Background: an optimization exercise with open tools, aiming at small area, a short achievable clock period and few clock cycles per item. Do not read the settings as production practice. The RTL was checked by simulation tests, not by an equivalence proof against the original design. Power is estimated from default activity; no workload was simulated.

==> flow/design.v <==
package cafl_pkg;
    localparam int unsigned DATA_W    = 16;
    localparam int unsigned S_TDATA_W = 40;
    localparam int unsigned M_TDATA_W = 24;
    localparam logic [4:0] OP_MOV  = 5'd0;
    localparam logic [4:0] OP_ADD  = 5'd1;
    localparam logic [4:0] OP_SUB  = 5'd2;
    localparam logic [4:0] OP_UMUL = 5'd3;
    localparam logic [4:0] OP_SMUL = 5'd4;
    localparam logic [4:0] OP_UDIV = 5'd5;
    localparam logic [4:0] OP_SDIV = 5'd6;
    localparam logic [4:0] OP_UMOD = 5'd7;
    localparam logic [4:0] OP_SMOD = 5'd8;
    localparam logic [4:0] OP_AND  = 5'd9;
    localparam logic [4:0] OP_OR   = 5'd10;
    localparam logic [4:0] OP_XOR  = 5'd11;
    localparam logic [4:0] OP_NOT  = 5'd12;
    localparam logic [4:0] OP_NEG  = 5'd13;
    localparam logic [4:0] OP_INC  = 5'd14;
    localparam logic [4:0] OP_DEC  = 5'd15;
    localparam logic [4:0] OP_SHL  = 5'd16;
    localparam logic [4:0] OP_SHR  = 5'd17;
    localparam logic [4:0] OP_SAR  = 5'd18;
    localparam logic [4:0] OP_ROL  = 5'd19;
    localparam logic [4:0] OP_ROR  = 5'd20;
    localparam logic [4:0] OP_BTST = 5'd21;
    localparam logic [4:0] OP_ADC  = 5'd22;
    localparam logic [4:0] OP_SBC  = 5'd23;
    localparam logic [4:0] OP_MULC = 5'd24;
    localparam logic [4:0] OP_UCMP = 5'd30;
    localparam logic [4:0] OP_SCMP = 5'd31;
    localparam logic [2:0] K_NORM = 3'd0;   
    localparam logic [2:0] K_BTST = 3'd1;   
    localparam logic [2:0] K_CMP  = 3'd2;   
    localparam logic [2:0] K_ILL  = 3'd3;   
    localparam logic [2:0] K_DZ   = 3'd4;   
    localparam logic [2:0] K_MUL  = 3'd5;   
    localparam logic [2:0] K_DIV  = 3'd6;   
endpackage
module cafl_csa #(
    parameter int N = 22
) (
    input  logic [N-1:0] x,
    input  logic [N-1:0] y,
    input  logic [N-1:0] z,
    output logic [N-1:0] s,
    output logic [N-1:0] c
);
    assign s = x ^ y ^ z;
    assign c = ((x & y) | (x & z) | (y & z)) << 1;
endmodule
module cafl_prep #(
    parameter int W = 4
) (
    input  logic        aclk,
    input  logic        aresetn,
    input  logic        load,
    input  logic [15:0] a,          
    input  logic [15:0] b,          
    input  logic        sgn,        
    input  logic        cin,        
    input  logic        release_i,
    output logic        busy,
    output logic [15:0] res,
    output logic        cy
);
    localparam int STEPS = 16 / W;
    logic signed [16:0] a_q, h_q;
    logic [15:0] l_q;
    logic        sgn_q;
    logic [3:0]  cnt_q;
    localparam int SW = 17 + W + 1;   
    logic        last;
    logic [SW-1:0] sum, sum0;
    logic [16:0]   a0;
    logic [SW-1:0] op [0:W];
    logic [SW-1:0] op0 [0:W];
    logic          negt, negt0;
    assign last = (cnt_q == STEPS[3:0] - 1'b1);
    always_comb begin
        negt = last & sgn_q & l_q[W-1];
        op[0] = {{(SW-17){h_q[16]}}, h_q};
        for (int j = 0; j < W; j++) begin
            op[j+1] = ({{(SW-17){a_q[16]}}, a_q} & {SW{l_q[j]}}) << j;
        end
        if (negt) op[W] = ~op[W];
        a0 = {sgn & a[15], a};
        op0[0] = {{(SW-1){1'b0}}, cin};
        for (int j = 0; j < W; j++) begin
            op0[j+1] = ({{(SW-17){a0[16]}}, a0} & {SW{b[j]}}) << j;
        end
        negt0 = 1'b0;
    end
    logic [SW-1:0] t1s, t1c, t2s, t2c, t3s, t3c;
    logic [SW-1:0] u1s, u1c, u2s, u2c, u3s, u3c;
    logic          unused_c0, unused_c1;
    cafl_csa #(.N(SW)) u_t1 (.x(op[0]), .y(op[1]), .z(op[2]), .s(t1s), .c(t1c));
    cafl_csa #(.N(SW)) u_t2 (.x(op[3]), .y(op[4]), .z(t1s),   .s(t2s), .c(t2c));
    cafl_csa #(.N(SW)) u_t3 (.x(t1c),   .y(t2c),   .z(t2s),   .s(t3s), .c(t3c));
    cafl_add #(.N(SW)) u_sum (.a(t3s), .b(t3c), .ci(negt), .y(sum), .co(unused_c0));
    cafl_csa #(.N(SW)) u_u1 (.x(op0[0]), .y(op0[1]), .z(op0[2]), .s(u1s), .c(u1c));
    cafl_csa #(.N(SW)) u_u2 (.x(op0[3]), .y(op0[4]), .z(u1s),    .s(u2s), .c(u2c));
    cafl_csa #(.N(SW)) u_u3 (.x(u1c),    .y(u2c),    .z(u2s),    .s(u3s), .c(u3c));
    cafl_add #(.N(SW)) u_sum0 (.a(u3s), .b(u3c), .ci(negt0), .y(sum0), .co(unused_c1));
    always_ff @(posedge aclk) begin
        if (!aresetn) busy <= 1'b0;
        else if (load) busy <= 1'b1;
        else if (release_i) busy <= 1'b0;
    end
    always_ff @(posedge aclk) begin
        if (load) begin
            a_q   <= a0;
            h_q   <= sum0[W+16:W];
            l_q   <= {sum0[W-1:0], b[15:W]};
            sgn_q <= sgn;
            cnt_q <= 4'd1;
        end else if (cnt_q != STEPS[3:0]) begin
            l_q   <= {sum[W-1:0], l_q[15:W]};
            h_q   <= sum[W+16:W];
            cnt_q <= cnt_q + 1'b1;
        end
    end
    assign res = l_q;
    assign cy  = sgn_q ? (!h_q[15] && (h_q[14:0] != '0 || l_q[15])) : (h_q[15:0] != '0);
endmodule
module cafl_add #(
    parameter int N = 16
) (
    input  logic [N-1:0] a,
    input  logic [N-1:0] b,
    input  logic         ci,
    output logic [N-1:0] y,
    output logic         co
);
    logic [N-1:0] x, g, p;
    logic [N-1:0] gl [0:5];
    logic [N-1:0] pl [0:5];
    always_comb begin
        x = a ^ b;
        g = a & b;
        p = x;
        g[0] = g[0] | (p[0] & ci);
        p[0] = 1'b0;
        gl[0] = g;
        pl[0] = p;
        for (int l = 0; l < 5; l++) begin
            gl[l+1] = gl[l];
            pl[l+1] = pl[l];
            for (int i = 0; i < N; i++) begin
                if (((i >> l) & 1) == 1) begin
                    gl[l+1][i] = gl[l][i] | (pl[l][i] & gl[l][((i >> l) << l) - 1]);
                    pl[l+1][i] = pl[l][i] & pl[l][((i >> l) << l) - 1];
                end
            end
        end
        y[0] = x[0] ^ ci;
        for (int i = 1; i < N; i++) y[i] = x[i] ^ gl[5][i-1];
        co = gl[5][N-1];
    end
endmodule
module cafl_sub #(
    parameter int N = 18
) (
    input  logic [N-1:0] a,
    input  logic [N-1:0] b,
    output logic [N-1:0] d,
    output logic         ge
);
    cafl_add #(.N(N)) u_add (.a(a), .b(~b), .ci(1'b1), .y(d), .co(ge));
endmodule
module cafl_div_stage (
    input  logic        aclk,
    input  logic        aresetn,
    input  logic        load,       
    input  logic [15:0] num,        
    input  logic [15:0] den,        
    input  logic [17:0] den3,       
    input  logic        sel_r,      
    input  logic        neg_q,      
    input  logic        neg_r,      
    input  logic        release_i,  
    output logic        busy,
    output logic [15:0] res
);
    logic [15:0] rem_q, nq_q, den_q;
    logic [17:0] den3_q;
    logic [3:0]  cnt_q;
    logic sel_r_q, neg_q_q, neg_r_q;
    logic [17:0] t, r1, r2, r3;
    logic        c1, c2, c3;
    logic [15:0] rem_n;
    logic [1:0]  qd;
    assign t = {rem_q, nq_q[15:14]};
    cafl_sub #(.N(18)) u_s1 (.a(t), .b({2'b00, den_q}),        .d(r1), .ge(c1));
    cafl_sub #(.N(18)) u_s2 (.a(t), .b({1'b0, den_q, 1'b0}),   .d(r2), .ge(c2));
    cafl_sub #(.N(18)) u_s3 (.a(t), .b(den3_q),                .d(r3), .ge(c3));
    always_comb begin
        if (c3)      begin rem_n = r3[15:0]; qd = 2'd3; end
        else if (c2) begin rem_n = r2[15:0]; qd = 2'd2; end
        else if (c1) begin rem_n = r1[15:0]; qd = 2'd1; end
        else         begin rem_n = t[15:0];  qd = 2'd0; end
    end
    always_ff @(posedge aclk) begin
        if (!aresetn) busy <= 1'b0;
        else if (load) busy <= 1'b1;
        else if (release_i) busy <= 1'b0;
    end
    always_ff @(posedge aclk) begin
        if (load) begin
            rem_q   <= '0;
            nq_q    <= num;
            den_q   <= den;
            den3_q  <= den3;
            cnt_q   <= '0;
            sel_r_q <= sel_r;
            neg_q_q <= neg_q;
            neg_r_q <= neg_r;
        end else if (cnt_q != 4'd8) begin
            rem_q <= rem_n;
            nq_q  <= {nq_q[13:0], qd};
            cnt_q <= cnt_q + 1'b1;
        end
    end
    logic [15:0] dmr, negq;
    logic        unused_ge, unused_co;
    cafl_sub #(.N(16)) u_dmr (.a(den_q), .b(rem_q), .d(dmr), .ge(unused_ge));
    cafl_add #(.N(16)) u_neg (.a(~nq_q), .b(16'd0), .ci(1'b1), .y(negq), .co(unused_co));
    always_comb begin
        if (sel_r_q) res = (neg_r_q && rem_q != '0) ? dmr : rem_q;
        else         res = neg_q_q ? negq : nq_q;
    end
endmodule
module cafl_post (
    input  logic        aclk,
    input  logic        aresetn,
    input  logic        push,       
    input  logic [20:0] din,
    output logic        full,       
    output logic        m_tvalid,
    input  logic        m_tready,
    output logic [23:0] m_tdata
);
    logic        hv, sv;
    logic [20:0] head, skid;
    logic        take;
    assign take = hv && m_tready;
    assign full = sv;
    always_ff @(posedge aclk) begin
        if (!aresetn) begin
            hv <= 1'b0;
            sv <= 1'b0;
        end else if (sv) begin
            if (take) sv <= 1'b0;
        end else if (push) begin
            if (hv && !take) sv <= 1'b1;
            else hv <= 1'b1;
        end else if (take) begin
            hv <= 1'b0;
        end
    end
    always_ff @(posedge aclk) begin
        if (sv) begin
            if (take) head <= skid;
        end else if (push) begin
            if (hv && !take) skid <= din;
            else head <= din;
        end
    end
    assign m_tvalid = hv;
    assign m_tdata  = {3'b000, head};
endmodule
module cpu_alu_with_flags (
    input  logic                            aclk,
    input  logic                            aresetn,
    input  logic                            s_tvalid,
    output logic                            s_tready,
    input  logic [cafl_pkg::S_TDATA_W-1:0]  s_tdata,
    output logic                            m_tvalid,
    input  logic                            m_tready,
    output logic [cafl_pkg::M_TDATA_W-1:0]  m_tdata
);
    localparam int MW    = 4;             
    localparam int NDIV  = 2;             
    localparam int DXFER = 10;            
    localparam int ND    = DXFER;         
    localparam int MXFER = 16 / MW + 1;   
    logic        r1_v;
    logic [4:0]  r1_op;
    logic [15:0] d, s;
    logic        ci;
    logic [ND:1]       dl_v;
    logic [ND:1][2:0]  dl_k;
    logic [ND:1][15:0] dl_res;
    logic [ND:1]       dl_cy;
    logic [ND:1]       dl_zx;
    logic adv, full, can_issue, issue, r1_take;
    assign adv = !full;
    logic        is_mul, is_div, dz;
    logic [15:0] res;
    logic        cy, zx;
    logic [2:0]  kind;
    logic        cin, nega, cout;
    logic [15:0] aa, bb, sum;
    logic [3:0]  n, ramt;
    logic        big, left;
    logic [15:0] rot, tlo, thi;
    logic [31:0] dd;
    always_comb begin
        nega = (r1_op == cafl_pkg::OP_NEG);
        aa   = nega ? ~d : d;
        case (r1_op)
            cafl_pkg::OP_ADD, cafl_pkg::OP_ADC: bb = s;
            cafl_pkg::OP_SUB, cafl_pkg::OP_SBC,
            cafl_pkg::OP_UCMP, cafl_pkg::OP_SCMP: bb = ~s;
            cafl_pkg::OP_DEC: bb = 16'hFFFF;
            default: bb = 16'h0000;
        endcase
        case (r1_op)
            cafl_pkg::OP_ADC: cin = ci;
            cafl_pkg::OP_SBC: cin = !ci;
            cafl_pkg::OP_SUB, cafl_pkg::OP_UCMP, cafl_pkg::OP_SCMP,
            cafl_pkg::OP_INC, cafl_pkg::OP_NEG: cin = 1'b1;
            default: cin = 1'b0;
        endcase
    end
    cafl_add #(.N(16)) u_alu_add (.a(aa), .b(bb), .ci(cin), .y(sum), .co(cout));
    always_comb begin
        is_mul = (r1_op == cafl_pkg::OP_UMUL) || (r1_op == cafl_pkg::OP_SMUL)
              || (r1_op == cafl_pkg::OP_MULC);
        is_div = (r1_op == cafl_pkg::OP_UDIV) || (r1_op == cafl_pkg::OP_SDIV)
              || (r1_op == cafl_pkg::OP_UMOD) || (r1_op == cafl_pkg::OP_SMOD);
        dz     = (s == '0);
        n    = s[3:0];
        big  = |s[15:4];
        left = (r1_op == cafl_pkg::OP_SHL) || (r1_op == cafl_pkg::OP_ROL);
        ramt = left ? 4'd0 - n : n;
        dd   = {d, d};
        rot  = dd[ramt +: 16];
        for (int i = 0; i < 16; i++) begin
            tlo[i] = (i < n);
            thi[i] = ((15 - i) < n);
        end
        res  = d;
        cy   = 1'b0;
        zx   = 1'b0;
        kind = cafl_pkg::K_NORM;
        case (r1_op)
            cafl_pkg::OP_MOV: res = s;
            cafl_pkg::OP_ADD, cafl_pkg::OP_ADC: begin res = sum; cy = cout; end
            cafl_pkg::OP_SUB, cafl_pkg::OP_SBC: begin res = sum; cy = !cout; end
            cafl_pkg::OP_UMUL, cafl_pkg::OP_SMUL, cafl_pkg::OP_MULC: kind = cafl_pkg::K_MUL;
            cafl_pkg::OP_UDIV, cafl_pkg::OP_SDIV, cafl_pkg::OP_UMOD, cafl_pkg::OP_SMOD:
                kind = dz ? cafl_pkg::K_DZ : cafl_pkg::K_DIV;
            cafl_pkg::OP_AND: res = d & s;
            cafl_pkg::OP_OR:  res = d | s;
            cafl_pkg::OP_XOR: res = d ^ s;
            cafl_pkg::OP_NOT: res = ~d;
            cafl_pkg::OP_NEG: res = sum;
            cafl_pkg::OP_INC: begin res = sum; cy = cout; end
            cafl_pkg::OP_DEC: begin res = sum; cy = !cout; end
            cafl_pkg::OP_SHL: begin res = big ? 16'd0 : (rot & ~tlo); cy = d[15]; end
            cafl_pkg::OP_SHR: res = big ? 16'd0 : (rot & ~thi);
            cafl_pkg::OP_SAR: res = big ? {16{d[15]}} : ((rot & ~thi) | ({16{d[15]}} & thi));
            cafl_pkg::OP_ROL, cafl_pkg::OP_ROR: res = rot;
            cafl_pkg::OP_BTST: begin kind = cafl_pkg::K_BTST; zx = !d[n]; end
            cafl_pkg::OP_UCMP: begin kind = cafl_pkg::K_CMP; cy = !cout; zx = (d == s); end
            cafl_pkg::OP_SCMP: begin
                kind = cafl_pkg::K_CMP;
                cy   = (d[15] ^ s[15]) ? d[15] : !cout;
                zx   = (d == s);
            end
            default: kind = cafl_pkg::K_ILL;
        endcase
    end
    logic        m_busy, m_cy, m_rel;
    logic [15:0] m_res;
    assign m_rel = adv && dl_v[MXFER-1] && (dl_k[MXFER-1] == cafl_pkg::K_MUL);
    cafl_prep #(.W(MW)) u_mul (
        .aclk      (aclk),
        .aresetn   (aresetn),
        .load      (issue && is_mul),
        .a         (d),
        .b         (s),
        .sgn       (r1_op == cafl_pkg::OP_SMUL),
        .cin       (ci && (r1_op == cafl_pkg::OP_MULC)),
        .release_i (m_rel),
        .busy      (m_busy),
        .res       (m_res),
        .cy        (m_cy)
    );
    logic [NDIV-1:0] dv_busy, dv_load, dv_rel;
    logic [NDIV-1:0][15:0] dv_res;
    logic [0:0] wp, rp;
    logic        rd_div;
    logic [15:0] num, den, sx;
    logic [17:0] den3;
    logic        sdiv, smod, sneg;
    assign sdiv = (r1_op == cafl_pkg::OP_SDIV);
    assign smod = (r1_op == cafl_pkg::OP_SMOD);
    logic        dneg, unused_c0, unused_c1, unused_c2;
    logic [17:0] cs_s, cs_c;
    assign dneg = (sdiv || smod) && d[15];
    assign sneg = sdiv && s[15];
    assign sx   = s ^ {16{sneg}};
    cafl_add #(.N(16)) u_num (.a(d ^ {16{dneg}}), .b(16'd0), .ci(dneg), .y(num), .co(unused_c0));
    cafl_add #(.N(16)) u_den (.a(sx), .b(16'd0), .ci(sneg), .y(den), .co(unused_c1));
    assign cs_s = {2'b00, sx} ^ {1'b0, sx, 1'b0} ^ {16'd0, sneg, 1'b0};
    assign cs_c = {({2'b00, sx} & {1'b0, sx, 1'b0}) | ({2'b00, sx} & {16'd0, sneg, 1'b0})
                   | ({1'b0, sx, 1'b0} & {16'd0, sneg, 1'b0})} << 1;
    cafl_add #(.N(18)) u_den3 (.a(cs_s), .b(cs_c), .ci(sneg), .y(den3), .co(unused_c2));
    assign rd_div = adv && dl_v[DXFER-1] && (dl_k[DXFER-1] == cafl_pkg::K_DIV);
    for (genvar j = 0; j < NDIV; j++) begin : g_div
        assign dv_load[j] = issue && is_div && !dz && (wp == j);
        assign dv_rel[j]  = rd_div && (rp == j);
        cafl_div_stage u_div (
            .aclk      (aclk),
            .aresetn   (aresetn),
            .load      (dv_load[j]),
            .num       (num),
            .den       (den),
            .den3      (den3),
            .sel_r     ((r1_op == cafl_pkg::OP_UMOD) || smod),
            .neg_q     (sdiv && (d[15] ^ s[15])),
            .neg_r     (smod && d[15]),
            .release_i (dv_rel[j]),
            .busy      (dv_busy[j]),
            .res       (dv_res[j])
        );
    end
    always_ff @(posedge aclk) begin
        if (!aresetn) begin
            wp <= '0;
            rp <= '0;
        end else begin
            if (issue && is_div && !dz) wp <= ~wp;
            if (rd_div) rp <= ~rp;
        end
    end
    always_comb begin
        can_issue = 1'b1;
        if (is_mul && m_busy && !m_rel) can_issue = 1'b0;
        if (is_div && !dz && dv_busy[wp] && !dv_rel[wp]) can_issue = 1'b0;
    end
    assign issue   = adv && r1_v && can_issue;
    assign r1_take = !r1_v || issue;
    assign s_tready = r1_take;
    always_ff @(posedge aclk) begin
        if (!aresetn) r1_v <= 1'b0;
        else if (r1_take) r1_v <= s_tvalid;
    end
    always_ff @(posedge aclk) begin
        if (r1_take && s_tvalid) begin
            r1_op <= s_tdata[4:0];
            d     <= s_tdata[20:5];
            s     <= s_tdata[36:21];
            ci    <= s_tdata[37];
        end
    end
    always_ff @(posedge aclk) begin
        if (!aresetn) dl_v <= '0;
        else if (adv) dl_v <= {dl_v[ND-1:1], issue};
    end
    always_ff @(posedge aclk) begin
        if (adv) begin
            dl_k[1]   <= kind;
            dl_res[1] <= res;
            dl_cy[1]  <= cy;
            dl_zx[1]  <= zx;
            for (int i = 2; i <= ND; i++) begin
                if (i == MXFER && dl_k[i-1] == cafl_pkg::K_MUL) begin
                    dl_k[i]   <= cafl_pkg::K_NORM;
                    dl_res[i] <= m_res;
                    dl_cy[i]  <= m_cy;
                    dl_zx[i]  <= 1'b0;
                end else if (i == DXFER && dl_k[i-1] == cafl_pkg::K_DIV) begin
                    dl_k[i]   <= cafl_pkg::K_NORM;
                    dl_res[i] <= dv_res[rp];
                    dl_cy[i]  <= 1'b0;
                    dl_zx[i]  <= 1'b0;
                end else begin
                    dl_k[i]   <= dl_k[i-1];
                    dl_res[i] <= dl_res[i-1];
                    dl_cy[i]  <= dl_cy[i-1];
                    dl_zx[i]  <= dl_zx[i-1];
                end
            end
        end
    end
    logic [15:0] o_res;
    logic        o_cy, o_zf, o_wr, o_ill, o_dz;
    logic [2:0]  ok;
    always_comb begin
        ok    = dl_k[ND];
        o_res = dl_res[ND];
        o_cy  = dl_cy[ND];
        o_zf  = dl_zx[ND] || ((ok != cafl_pkg::K_CMP) && (o_res == '0));
        o_wr  = (ok == cafl_pkg::K_NORM);
        o_ill = (ok == cafl_pkg::K_ILL);
        o_dz  = (ok == cafl_pkg::K_DZ);
    end
    cafl_post u_out (
        .aclk     (aclk),
        .aresetn  (aresetn),
        .push     (adv && dl_v[ND]),
        .din      ({o_dz, o_ill, o_wr, o_zf, o_cy, o_res}),
        .full     (full),
        .m_tvalid (m_tvalid),
        .m_tready (m_tready),
        .m_tdata  (m_tdata)
    );
endmodule
==> flow/run.sh <==
#!/bin/bash
# synth_recipe.tcl (not shown) runs the flow's synth.tcl, then flattens the netlist and writes it again
# the make line also repeats each setting of config.mk as NAME=value (left out here)
make -C /OpenROAD-flow-scripts/flow DESIGN_CONFIG=/design/flow/config.mk WORK_HOME=/design/flow/orfs CLKGATE_MAP_FILE= SYNTH_SCRIPT=/design/flow/synth_recipe.tcl finish
==> flow/config.mk <==
export PLATFORM = sky130hd
export DESIGN_NAME = cpu_alu_with_flags
export DESIGN_NICKNAME = cpu_alu_with_flags
export VERILOG_FILES = /design/flow/design.v
export SDC_FILE = /design/flow/constraint.sdc
export NUM_CORES = 4
export LEC_CHECK = 0
export CAP_MARGIN = 20
export CORE_MARGIN = 2
export CORE_UTILIZATION = 40
export SETUP_SLACK_MARGIN = 5
export SLEW_MARGIN = 20
==> flow/constraint.sdc <==
create_clock -name core_clock -period 9.0 [get_ports {aclk}]
set_input_delay 1.8000 -clock core_clock [delete_from_list [all_inputs] [get_ports {aclk}]]
set_output_delay 1.8000 -clock core_clock [all_outputs]
set_load 0.01 [all_outputs]
==> results_dict.tcl, run 1 <==
set metrics [dict create \
    status "timing/DRC/antenna clean" \
    worstSetupEndpointType "register" \
    rows 108 \
    peakVddDrop_mv 0.3766 \
    drive_above_1_share 0.1420 \
    clk_pin_slew_worst_paths_ns 0.07 \
    worstMarginPinSlew_ns 1.034 \
    p_leak_nw 17.08 \
    critical_path_required_ns 9.38 \
    synth-edff-count 445 \
    start_kind "register" \
    period_share 0.5566 \
    cts_max_path_buffers 3 \
    cts_made_buffers 55 \
    synth_top_cell_by_area "edfxtp_1" \
    grt_usage 0.2228 \
    boundaryPins 70 \
    synth-async-reset-ratio 0 \
    hp-class "register to register" \
    grt_max_degree 138 \
    initialDrtViolationCount 2353 \
    antenna_found_initial 6 \
    grt_pass1_vias 24910 \
    fin_cells 4746 \
    power_mw 12.87 \
    wire_per_inst_um 21.46 \
    ys_ff_latch 507 \
    cap_violations 0 \
    fillers 8033 \
    worstPathMaxFanout 7 \
    drt-total-wl_um 101900 \
    io_buffer_count 64 \
    fmax_mhz 199.6 \
    cts.root.buffer_cell "clkbuf_16" \
    routed-via-count 26330 \
    dpl.cell_count 4509 \
    rsz0062_at_grt "yes" \
    core-area_mm2 0.08702 \
    synth_flop_cell "edfxtp_1" \
    maxSlewHeadroom 0.2927 \
    finalSetupTns_ns 0 \
    n_antenna_cell 0 \
    place_area_mm2 0.03723 \
    critPathLaunch "u_mul.l_q[0]" \
    dr.pass1.iters 6 \
    grt_pass1_wl_um 153600 \
    yosysWarnings 17 \
    syn_to_final_growth_pct 16.99 \
    cts_max_level 2 \
    syn_area_mm2 0.03524 \
    whs_path_depth 0 \
    yosysUniqueCellTypes 95 \
    drt-vias-per-instance 5.547 \
    ant_nets 0 \
    ys_seq_area_frac 0.4144 \
    clk-insertion-delay-late_ns 0.66 \
    slew_violations 0 \
    die_h_um 300.8 \
    r2r_cells 14 \
    tritoncts "yes" \
    drc_errors 0 \
    synth.area.top_cells "edfxtp_1, ha_1, fa_1" \
    die_w_um 300.8 \
    timing.hold.ws_ns 0.4055 \
    powerDensity_mw_per_mm2 312.1 \
    worstHoldStart "dl_res[107]" \
    r2r-start "u_mul.l_q[0]" \
    period_needed_ns 5.009 \
    post-place-ws_ns 2.790 \
    final_cell_mix "edfxtp_1, inv_1, nand2_1, ha_1, nor2_1" \
    clkSinkCount 507 \
    fin_ws_ns 3.991 \
    hold_buffers 0 \
    final-setup-viol-count 0 \
    worstSetupPathType "register to register" \
    gp_congestion 0.9541 \
    hold_violations 0 \
    synth_top_cell_area_share 0.3792 \
    start_util 0.4049 \
    synthCells 3394 \
    dieArea_mm2 0.09049 \
    nNetsFinal 4006 \
    overflow 0 \
    syn_area_per_cell_um2 10.38 \
    clock-skew-final_ns 0.07030 \
    fin_area_mm2 0.04123 \
    fin_util 0.4737 \
    layout_commonest_cell "edfxtp_1" \
    dp_hpwl_um 72490 \
    cp.arrival_ns 5.39 \
]
[final cells by class]
type	instances	area, um2	area share
Clock buffer	67	1441	0.03496
Clock inverter	37	435.4	0.01056
Inverter	345	1361	0.03302
Multi-Input combinational cell	2399	19600	0.4754
Sequential cell	507	14610	0.3543
Tap cell	1155	1445	0.03505
Timing Repair Buffer	235	2326	0.05642
Timing Repair inverter	1	8.758	0.0002124
[what timing repair did]
action,4_1_cts,5_1_grt
buffers inserted,95,30
endpoints found under the setup margin,207,61
resized for setup,141,77
pin swaps,46,48
gates cloned,6,2
[Yosys cell counts (30+ instances only)]
| cell | number |
|---|---|
| clkbuf_1 | 108 |
| fa_1 | 136 |
| edfxtp_1 | 445 |
| xor2_1 | 73 |
| nor3_1 | 48 |
| nor4_1 | 30 |
| o211ai_1 | 52 |
| mux2_2 | 60 |
| o21ai_0 | 190 |
| nand2b_1 | 35 |
| nand3_1 | 65 |
| a21oi_1 | 178 |
| xnor2_1 | 150 |
| ha_1 | 282 |
| a21o_1 | 50 |
| nor2_1 | 197 |
| and2_1 | 71 |
| nor2b_1 | 34 |
| dfxtp_1 | 62 |
| inv_1 | 335 |
| mux2i_1 | 64 |
| nand2_1 | 309 |
[power breakdown]
| part | leakage [nW] | internal [mW] | switching (mW) | total [mW] |
|---|---|---|---|---|
| sequential | 5.11 | 3.33 | 0.536 | 3.86 |
| clock | 0.891 | 1.33 | 1.01 | 2.34 |
| combinational | 11.1 | 3.08 | 3.59 | 6.67 |
| total | 17.1 | 7.73 | 5.13 | 12.9 |
[sequential cells by signal (all words and copies together), names as in the netlist, 21 cells and up]
register,count
dl_k,30
dl_res,160
g_div.u_div.den3_q,36
g_div.u_div.den_q,30
g_div.u_div.nq_q,32
g_div.u_div.rem_q,32
u_out.head,21
u_out.skid,21
[path summary, 6_finish.rpt]
kind	slack, ns	to
worst max-delay path	3.99	u_mul.h_q[15]
worst min register to register	0.41	dl_res[123]
worst max register to register	3.99	u_mul.h_q[15]
worst min-delay path	0.41	dl_res[123]
[cells by family after synthesis]
family | count (synthesis) | share of synthesized area
xor+xnor | 224 | 0.05588
other cells | 1 | 0.0001064
buf+inv | 491 | 0.05397
mux | 130 | 0.04087
compound gates | 740 | 0.1371
fa+ha+maj | 418 | 0.1774
flops | 507 | 0.4144
simple gates | 883 | 0.1203
[worst max-delay path, cell delays in order, from the launching register on]
cell and delay, ns:
edfxtp_1 0.54, and2_4 0.21, fa_1 0.55, fa_1 0.45
fa_2 0.59, ha_4 0.22, a211oi_4 0.24, o21ai_2 0.11
a311o_1 0.39, o211a_1 0.27, o31a_1 0.27, o41a_4 0.51
a21oi_2 0.15, xor2_1 0.15, mux2i_1 0.08
[layer usage]
| metal | track usage | part of all wire | routed length [um] |
|---|---|---|---|
| met4 | 0.07617 | 0.035 | 3566 |
| met1 | 0.3250 | 0.46 | 46540 |
| met2 | 0.3340 | 0.43 | 44250 |
| met5 | 0 | 0.00058 | 59 |
| met3 | 0.03752 | 0.073 | 7447 |
Testbench counts, summed over its fixed seeds: cycles 18,144, items 16,000.
==> run 2, diff against run 1 <==
--- a/flow/config.mk
+++ b/flow/config.mk
@@ -9,4 +9,3 @@
 export CORE_MARGIN = 2
 export CORE_UTILIZATION = 40
-export SETUP_SLACK_MARGIN = 5
 export SLEW_MARGIN = 20
==> run 2 against run 1 <==
  * Flip-flop and latch count unchanged
  * Hold slack got worse by 0.0031 ns
  * Non-clock buffer count decreased by 116
  * Critical path type unchanged
  * Highest routed layer unchanged
  * Power decreased by 5.5%
  * Clock power about the same
  * Design area decreased by 5.1%
  * Maximum frequency decreased by 21%
==> results_dict.tcl, run 2 <==
set metrics [dict create \
    rrSetupSlack_ns 2.69 \
    grt_usage 0.2140 \
    boundaryPins 70 \
    yosys.area_share.simple 0.1203 \
    initialDrtViolationCount 2154 \
    start_util 0.4049 \
    final_cell_mix "edfxtp_1, inv_1, nand2_1, ha_1, nor2_1" \
    fillers 8271 \
    tritoncts "yes" \
    syn_area_mm2 0.03524 \
    critical_path_required_ns 9.39 \
    die_w_um 300.8 \
    period_needed_ns 6.311 \
    finalSetupTns_ns 0 \
    hp-class "register to register" \
    die_h_um 300.8 \
    synthAdderAreaFrac 0.1774 \
    syn_area_per_cell_um2 10.38 \
    drt-vias-per-instance 5.485 \
    worstPathMaxFanout 21 \
    regMostFlops "dl_res" \
    worstMarginPinSlew_ns 1.104 \
    synth-xor-area-share 0.05588 \
    status "timing/DRC/antenna clean" \
    worstReg2RegEnd "u_mul.h_q[12]" \
    cap_violations 0 \
    hold_violations 0 \
    crit_top_cell "fa_1" \
    yosysWarnings 17 \
    yosysUniqueCellTypes 95 \
    clkSinkCount 507 \
    synth-edff-count 445 \
    final-setup-viol-count 0 \
    slew_violations 0 \
    clk-insertion-delay-late_ns 0.65 \
    routed-via-count 25390 \
    start_kind "register" \
    drive_above_1_share 0.07424 \
    whs_path_depth 0 \
    nNetsFinal 3889 \
    powerDensity_mw_per_mm2 310.8 \
    ys_seq_area_frac 0.4144 \
    fin_ws_ns 2.689 \
    syn_to_final_growth_pct 10.99 \
    synth_top_cell_area_share 0.3792 \
    cp.arrival_ns 6.70 \
    dr.pass1.iters 7 \
    synth_flop_cell "edfxtp_1" \
    synthCells 3394 \
    post-place-ws_ns 2.703 \
    hold_buffers 0 \
    clock-skew-final_ns 0.03868 \
    worstSetupPathType "register to register" \
    worstHoldStart "dl_res[19]" \
    clk_pin_slew_worst_paths_ns 0.06 \
    synth_top_cell_by_area "edfxtp_1" \
    p_leak_nw 16.20 \
    worstSetupEndpointType "register" \
    cts_setup_buffers 0 \
    rsz0062_at_grt "no" \
    cts.root.buffer_cell "clkbuf_16" \
    ys_ff_latch 507 \
    slowest_delay_ns 0.75 \
    dieArea_mm2 0.09049 \
    antenna_found_initial 2 \
    largest_reg_flops 160 \
    grt_pass1_wl_um 148200 \
    maxSlewHeadroom 0.2594 \
    fin_util 0.4494 \
    grt_max_degree 78 \
    synth.area.top_cells "edfxtp_1, ha_1, fa_1" \
    reg.largest.list "dl_res x160, g_div.u_div.den3_q x36" \
    cts_max_level 2 \
    n_antenna_cell 0 \
    gp_congestion 0.9369 \
    r2r-start "u_mul.cnt_q[0]" \
    r2r_cells 18 \
    wire_per_inst_um 20.90 \
    cts_resized 0 \
    peakVddDrop_mv 0.3608 \
    dp_hpwl_um 72700 \
    yosys-top-cells-count "edfxtp_1, inv_1, nand2_1" \
    synth_mux_area_frac 0.04087 \
    hold_end "dl_res[35]" \
    overflow 0 \
    synth_top_family_by_area "adder cells" \
    cts_made_buffers 56 \
    synth_most_common_cell "edfxtp_1" \
    core-area_mm2 0.08702 \
    rows 108 \
    period_share 0.7012 \
    layout_commonest_cell "edfxtp_1" \
    drc_errors 0 \
    crit_chain "ha_1, nand4_1, and2_1, nand2_1, o21ai_0, fa_1, inv_1, fa_1, inv_1, ha_1, o21ai_1, o21ai_1, a311o_1, o211a_1, o31a_1, or2_2, fa_1, mux2_2" \
    cp_slowest_cell "nand4_1" \
    synth_compound_area_frac 0.1371 \
    fmax_mhz 158.5 \
    grt_pass1_vias 24330 \
    ant_nets 0 \
    cts_max_path_buffers 3 \
    synth-async-reset-ratio 0 \
    drt-total-wl_um 96760 \
    io_buffer_count 64 \
]
==> run 2: cell counts after synthesis <==
Identical to the previous run, type by type.
==> run 2: through the flow <==
stage,power (mW),hold WS (ns),cells,instance area (um2)
floorplan,8.364,0.4003,3396,35250
global placement,9.742,0.4014,4523,37190
detailed placement,9.837,0.4045,4523,37200
CTS,12.25,0.3947,4629,39100
global route,13.22,0.4012,4630,39110
finish,12.16,0.4024,4630,39110
==> run 2: worst max-delay path by stage <==
stage	from	endpoint	slack (ns)
2_1_floorplan	u_out.sv	u_out.head[0]	2.42
3_3_place_gp	u_mul.cnt_q[0]	u_mul.h_q[12]	2.79
3_5_place_dp	u_mul.cnt_q[0]	u_mul.h_q[12]	2.70
4_1_cts	u_mul.cnt_q[0]	u_mul.h_q[12]	2.66
5_1_grt	u_mul.cnt_q[0]	u_mul.h_q[12]	2.31
6_report	u_mul.cnt_q[0]	u_mul.h_q[12]	2.69
==> run 2: cell type report <==
type	count	area (um2)	share of cell area
well taps	1155	1445	0.03695
inverters	345	1303	0.03330
clock inverters	32	400.4	0.01024
repair buffers	119	1057	0.02703
flip-flops and latches	507	14610	0.3734
clock buffers	74	1499	0.03832
multi-input cells	2398	18800	0.4807
==> run 2: where the power goes <==
part           internal [mW]  total, mW  switching [mW]
sequential              3.32       3.86           0.537
combinational           2.66       5.95            3.29
clock                   1.36       2.35           0.988
total                   7.34       12.2            4.82
==> run 2: worst max-delay path, delay by kind of cell (launching register included) <==
kind,cells,cell delay (ns)
AOI/OAI and AO/OA,6,1.39
and+or+nand+nor,4,1.92
buffers and inverters,2,0.09
muxes,1,0.26
adders and majority gates,5,1.99
DFF,1,0.40
==> run 2: kinds of logic (layout without fill, tap and decap cells) <==
logic type,after synthesis,in the layout
fa+ha+maj,418,418
simple gates,883,883
mux,130,130
buf+inv,491,570
compound gates,740,740
flops,507,507
other cells,1,3
xor+xnor,224,224
==> run 2: per-layer routing <==
metal | up-vias | GRT usage | routed length [um]
li1 | 12140 | - | -
met4 | 2 | 0.06444 | 2890
met2 | 739 | 0.3441 | 44470
met3 | 145 | 0.02417 | 5359
met5 | - | 0 | 10
met1 | 12370 | 0.3035 | 44030

separate check: timing with driven ports:
How much do the figures lean on ideal ports? The routed layouts below were timed once more, with nothing changed but the port constraints. Step 1 assumes that a clkbuf_16 drives the clock port and a buf_2 every other input. Step 2, shift: input delay + t, output delay - t, t = (earliest + latest rising clock arrival at the registers) / 2. This alone moves slack from input paths to output paths. a / b / c = no drivers / after step 1 / after step 2; a / b = the first two.
run	t, ns	slack for setup (ns)	hold WS [ns]	worst data-port slew with drivers (ns)	pins driven straight from the clock port
run 1	0.684	3.991 / 3.991 / 3.991	0.406 / 0.406 / 0.406	0.07	1
run 2	0.697	2.689 / 2.689 / 2.689	0.402 / 0.402 / 0.402	0.06	1
After both steps every run listed still meets setup and hold.
